What follows belongs to an exercise in optimizing a design on an open flow for small area, a short achievable clock period and few clock cycles per item; a production flow would make more cautious choices. In this exercise RTL edits were held to simulation tests only and were not proved equivalent to the original. Power figures rest on the tool's default switching activity, not on a simulated workload.

== build 5 ==
## speaker_tone_frequency_meter_top
module speaker_tone_frequency_meter_top #(
  parameter int CYCLES_PER_SECOND = 3546900
) (
  input  logic            clk,
  input  logic            rst,
  input  logic            cmd_valid,
  output logic            cmd_stall,
  input  logic [1:0]      cmd_command,
  input  logic [7:0]      cmd_latch_data,
  input  logic [31:0]     cmd_cycle_time,
  output logic            res_valid,
  input  logic            res_stall,
  output logic [25:0]     res_tone_frequency,
  output logic [7:0]      res_latch_value,
  output logic [1:0]      res_video_mode
);
  localparam int FW = stfm_pkg::FREQ_W;
  localparam int TW = stfm_pkg::TIME_W;
  localparam int PW = 59;
  localparam int LW = FW + 1;
  localparam int NW = 53;
  localparam int SK = 8;
  localparam logic [NW-1:0] HALF_RATE = NW'(CYCLES_PER_SECOND / 2);
  localparam int KB = $clog2(CYCLES_PER_SECOND / 2 + 1);
  localparam logic [NW-1:0] P_LAST    = NW'((64'(CYCLES_PER_SECOND / 2) << TW) -
                                            64'(CYCLES_PER_SECOND / 2));
  logic [7:0]     latch_byte;
  logic [TW-1:0]  last_toggle_time;
  logic [PW-1:0]  prod;
  logic [TW-1:0]  gap_acc;
  logic [FW-1:0]  frequency_reg;
  logic           rv;
  logic           busy;
  logic           fix;
  logic           hold;
  logic           gcalc;
  logic           chk;
  logic           sat;
  logic [4:0]     cnt;
  logic           accept;
  logic           acc_w;
  logic           acc_s;
  logic           acc_r;
  logic           tog;
  logic           toggle;
  logic           t_nz;
  logic           t_nz_d;
  logic           back;
  logic [TW:0]    shifted;
  logic [TW:0]    add_b;
  ...
Size in the first run: about 1,600 cells after synthesis, about 170 flip-flops, about 12,000 µm² of cells after synthesis.
export LEC_CHECK = 0
export CAP_MARGIN = 20
export CORE_MARGIN = 2
export CORE_UTILIZATION = 40
export SETUP_SLACK_MARGIN = 3.5
export SLEW_MARGIN = 20
create_clock -name core_clock -period 8.0 [get_ports {clk}]
standard.sh (not shown) runs the stock make flow with config.mk's settings and CLKGATE_MAP_FILE= SYNTH_SCRIPT=/design/flow/synth_recipe.tcl, a recipe that flattens the netlist after the stock synthesis.
==> flow/flow/run.sh <==
#!/bin/bash
# The standard layout, with plain buffers (buf_2) as the port buffers that
# global placement inserts. Make's full output goes to make.log here; each
# ORFS step keeps its own log under orfs/logs/.
set -euo pipefail
bash standard.sh "BUFFER_PORTS_ARGS=-buffer_cell sky130_fd_sc_hd__buf_2" finish > make.log 2>&1
Build 5 did not stop at any stage, and its layout met the timing, design-rule and antenna checks.
Testbench counts of build 5, summed over its fixed seeds: cycles 14,295, items 8,330.
Input changes introduced in build 61 (baseline for comparison: build 5):
# build 5
export LEC_CHECK = 0
export CAP_MARGIN = 20
export CORE_MARGIN = 2
export CORE_UTILIZATION = 40
export SETUP_SLACK_MARGIN = 3.5
export SLEW_MARGIN = 20
create_clock -name core_clock -period 8.0 [get_ports {clk}]
# build 61
export LEC_CHECK = 0
export CAP_MARGIN = 20
export CORE_MARGIN = 2
export CORE_UTILIZATION = 40
export CTS_BUF_LIST = sky130_fd_sc_hd__clkbuf_4 sky130_fd_sc_hd__clkbuf_8
export CTS_CLUSTER_DIAMETER = 60
export CTS_CLUSTER_SIZE = 30
export SETUP_SLACK_MARGIN = 4.5
export SLEW_MARGIN = 20
create_clock -name core_clock -period 8.0 [get_ports {clk}]
==> flow/run.sh (new file) <==
#!/bin/bash
# synth_recipe.tcl (not shown) runs the flow's synth.tcl, then flattens the netlist and writes it again
# the make line also repeats each setting of config.mk as NAME=value (left out here)
make -C /OpenROAD-flow-scripts/flow DESIGN_CONFIG=/design/flow/config.mk WORK_HOME=/design/flow/orfs CLKGATE_MAP_FILE= SYNTH_SCRIPT=/design/flow/synth_recipe.tcl finish
removed: flow/flow/run.sh
removed: flow/standard.sh
## What came out
- Build 61 vs. build 5: total routed wirelength went up by about 9%; share of power burned in registers went up by 1.2 points.
- Build 61 has actual slew at the worst max-slew pin above what build 5 had.
- Lower fraction of standard cell area in multi-input logic among build 61 and build 5: build 61
- Comparing global placer's final weighted congestion for build 61 and build 5, the smaller number came from build 61.
- Comparing build 5 against build 61, there is no change at all in height of the chip.
- The power consumption reported for build 61 is smaller than that of build 5 by 2.7%.
Edits applied to the flow inputs when going from build 61 to build 81:
# build 61
export LEC_CHECK = 0
export CAP_MARGIN = 20
export CORE_MARGIN = 2
export CORE_UTILIZATION = 40
export CTS_BUF_LIST = sky130_fd_sc_hd__clkbuf_4 sky130_fd_sc_hd__clkbuf_8
export CTS_CLUSTER_DIAMETER = 60
export CTS_CLUSTER_SIZE = 30
export SETUP_SLACK_MARGIN = 4.5
export SLEW_MARGIN = 20
create_clock -name core_clock -period 8.0 [get_ports {clk}]
# build 81
export LEC_CHECK = 0
export CAP_MARGIN = 20
export CORE_MARGIN = 2
export CORE_UTILIZATION = 40
export CTS_BUF_LIST = sky130_fd_sc_hd__clkbuf_4 sky130_fd_sc_hd__clkbuf_8
export CTS_CLUSTER_DIAMETER = 60
export CTS_CLUSTER_SIZE = 30
export SETUP_SLACK_MARGIN = 5.0
export SLEW_MARGIN = 20
create_clock -name core_clock -period 8.0 [get_ports {clk}]
==> flow/flow/run.sh (new file) <==
#!/bin/bash
# The standard layout, with plain buffers (buf_2) as the port buffers that
# global placement inserts. Make's full output goes to make.log here; each
# ORFS step keeps its own log under orfs/logs/.
set -euo pipefail
bash standard.sh "BUFFER_PORTS_ARGS=-buffer_cell sky130_fd_sc_hd__buf_2" finish > make.log 2>&1
==> flow/standard.sh (new file) <==
#!/bin/bash
# synth_recipe.tcl (not shown) runs the flow's synth.tcl, then flattens the netlist and writes it again
# the make line also repeats each setting of config.mk as NAME=value (left out here)
make -C /OpenROAD-flow-scripts/flow DESIGN_CONFIG=/design/flow/config.mk WORK_HOME=/design/flow/orfs CLKGATE_MAP_FILE= SYNTH_SCRIPT=/design/flow/synth_recipe.tcl "${@:-finish}"
removed: flow/run.sh
==> notes.md <==
Relative to build 61, the via count of the first global-routing pass measured on build 81 has increased by a few percent.
Lower power share of the sequential group among build 81 and build 61: build 81
Build 81: post-route clock period utilization is 2.2 points higher than what build 61 reported.
[compare] base=build 61 new=build 81: total chip power went up; worst setup margin went down; met2 global-route usage went up; routed wire length went up.
When the final numbers for build 81 and build 61 were put side by side, the relative max-transition margin turned out to be smaller in build 61.
Build 81 vs. build 61: maximum frequency saw a decrease, routed wire length on met3 saw an increase.
Relative to build 81, the following input files were edited for build 82:
# build 81
export LEC_CHECK = 0
export CAP_MARGIN = 20
export CORE_MARGIN = 2
export CORE_UTILIZATION = 40
export CTS_BUF_LIST = sky130_fd_sc_hd__clkbuf_4 sky130_fd_sc_hd__clkbuf_8
export CTS_CLUSTER_DIAMETER = 60
export CTS_CLUSTER_SIZE = 30
export SETUP_SLACK_MARGIN = 5.0
export SLEW_MARGIN = 20
create_clock -name core_clock -period 8.0 [get_ports {clk}]
# build 82
export LEC_CHECK = 0
export CAP_MARGIN = 20
export CORE_MARGIN = 2
export CORE_UTILIZATION = 40
export CTS_BUF_LIST = sky130_fd_sc_hd__clkbuf_4 sky130_fd_sc_hd__clkbuf_8
export CTS_CLUSTER_DIAMETER = 60
export CTS_CLUSTER_SIZE = 30
export SETUP_SLACK_MARGIN = 4.5
export SLEW_MARGIN = 20
create_clock -name core_clock -period 8.0 [get_ports {clk}]
==> comparison <==
Per the comparison of build 82 with build 81, timing-limited maximum frequency now larger; aggregate routed wire length now smaller; power per cell area now larger.
For build 23, these inputs were changed with respect to build 82:
# build 82
export LEC_CHECK = 0
export CAP_MARGIN = 20
export CORE_MARGIN = 2
export CORE_UTILIZATION = 40
export CTS_BUF_LIST = sky130_fd_sc_hd__clkbuf_4 sky130_fd_sc_hd__clkbuf_8
export CTS_CLUSTER_DIAMETER = 60
export CTS_CLUSTER_SIZE = 30
export SETUP_SLACK_MARGIN = 4.5
export SLEW_MARGIN = 20
create_clock -name core_clock -period 8.0 [get_ports {clk}]
# build 23
export LEC_CHECK = 0
export CAP_MARGIN = 20
export CORE_MARGIN = 2
export CORE_UTILIZATION = 40
export CTS_BUF_LIST = sky130_fd_sc_hd__clkbuf_4 sky130_fd_sc_hd__clkbuf_8
export CTS_CLUSTER_DIAMETER = 60
export CTS_CLUSTER_SIZE = 24
export SETUP_SLACK_MARGIN = 4.0
export SLEW_MARGIN = 20
create_clock -name core_clock -period 8.0 [get_ports {clk}]
Findings:
Build 23 finished every step from synthesis to the final layout, and the layout passed the timing, design-rule and antenna checks.
Summary of build 23 over build 82: ratio of routed vias to standard cells saw a decrease; wire length saw a decrease; global routing usage on met2 saw a decrease.

re-timing with driven ports:
How much do the figures lean on ideal ports? The routed layouts below were timed once more, with nothing changed but the port constraints. Step 1: set_driving_cell puts a clkbuf_16 on clk and a buf_2 on each other input, an assumption about the parent block. Step 2, shift: input delay + t, output delay - t, t = (earliest + latest rising clock arrival at the registers) / 2. This alone moves slack from input paths to output paths. a / b / c = ideal ports / drivers / drivers and shift; a / b = the first two.
run	shift t [ns]	setup WS [ns]	worst setup path at the end	cell pins on the clock port's net
build 5	0.504	3.728 / 3.728 / 3.333	input to register	1
build 61	0.540	4.398 / 4.358 / 4.004	input to register	1
build 81	0.540	4.221 / 4.221 / 4.102	input to register	1
build 82	0.538	4.359 / 4.321 / 4.017	input to register	1
build 23	0.550	4.197 / 4.178 / 3.741	input to register	1
After both steps every run listed still meets setup and hold. The setup slack of build 23, which loses most, moves by -0.019 ns with the drivers and by -0.456 ns with both steps.
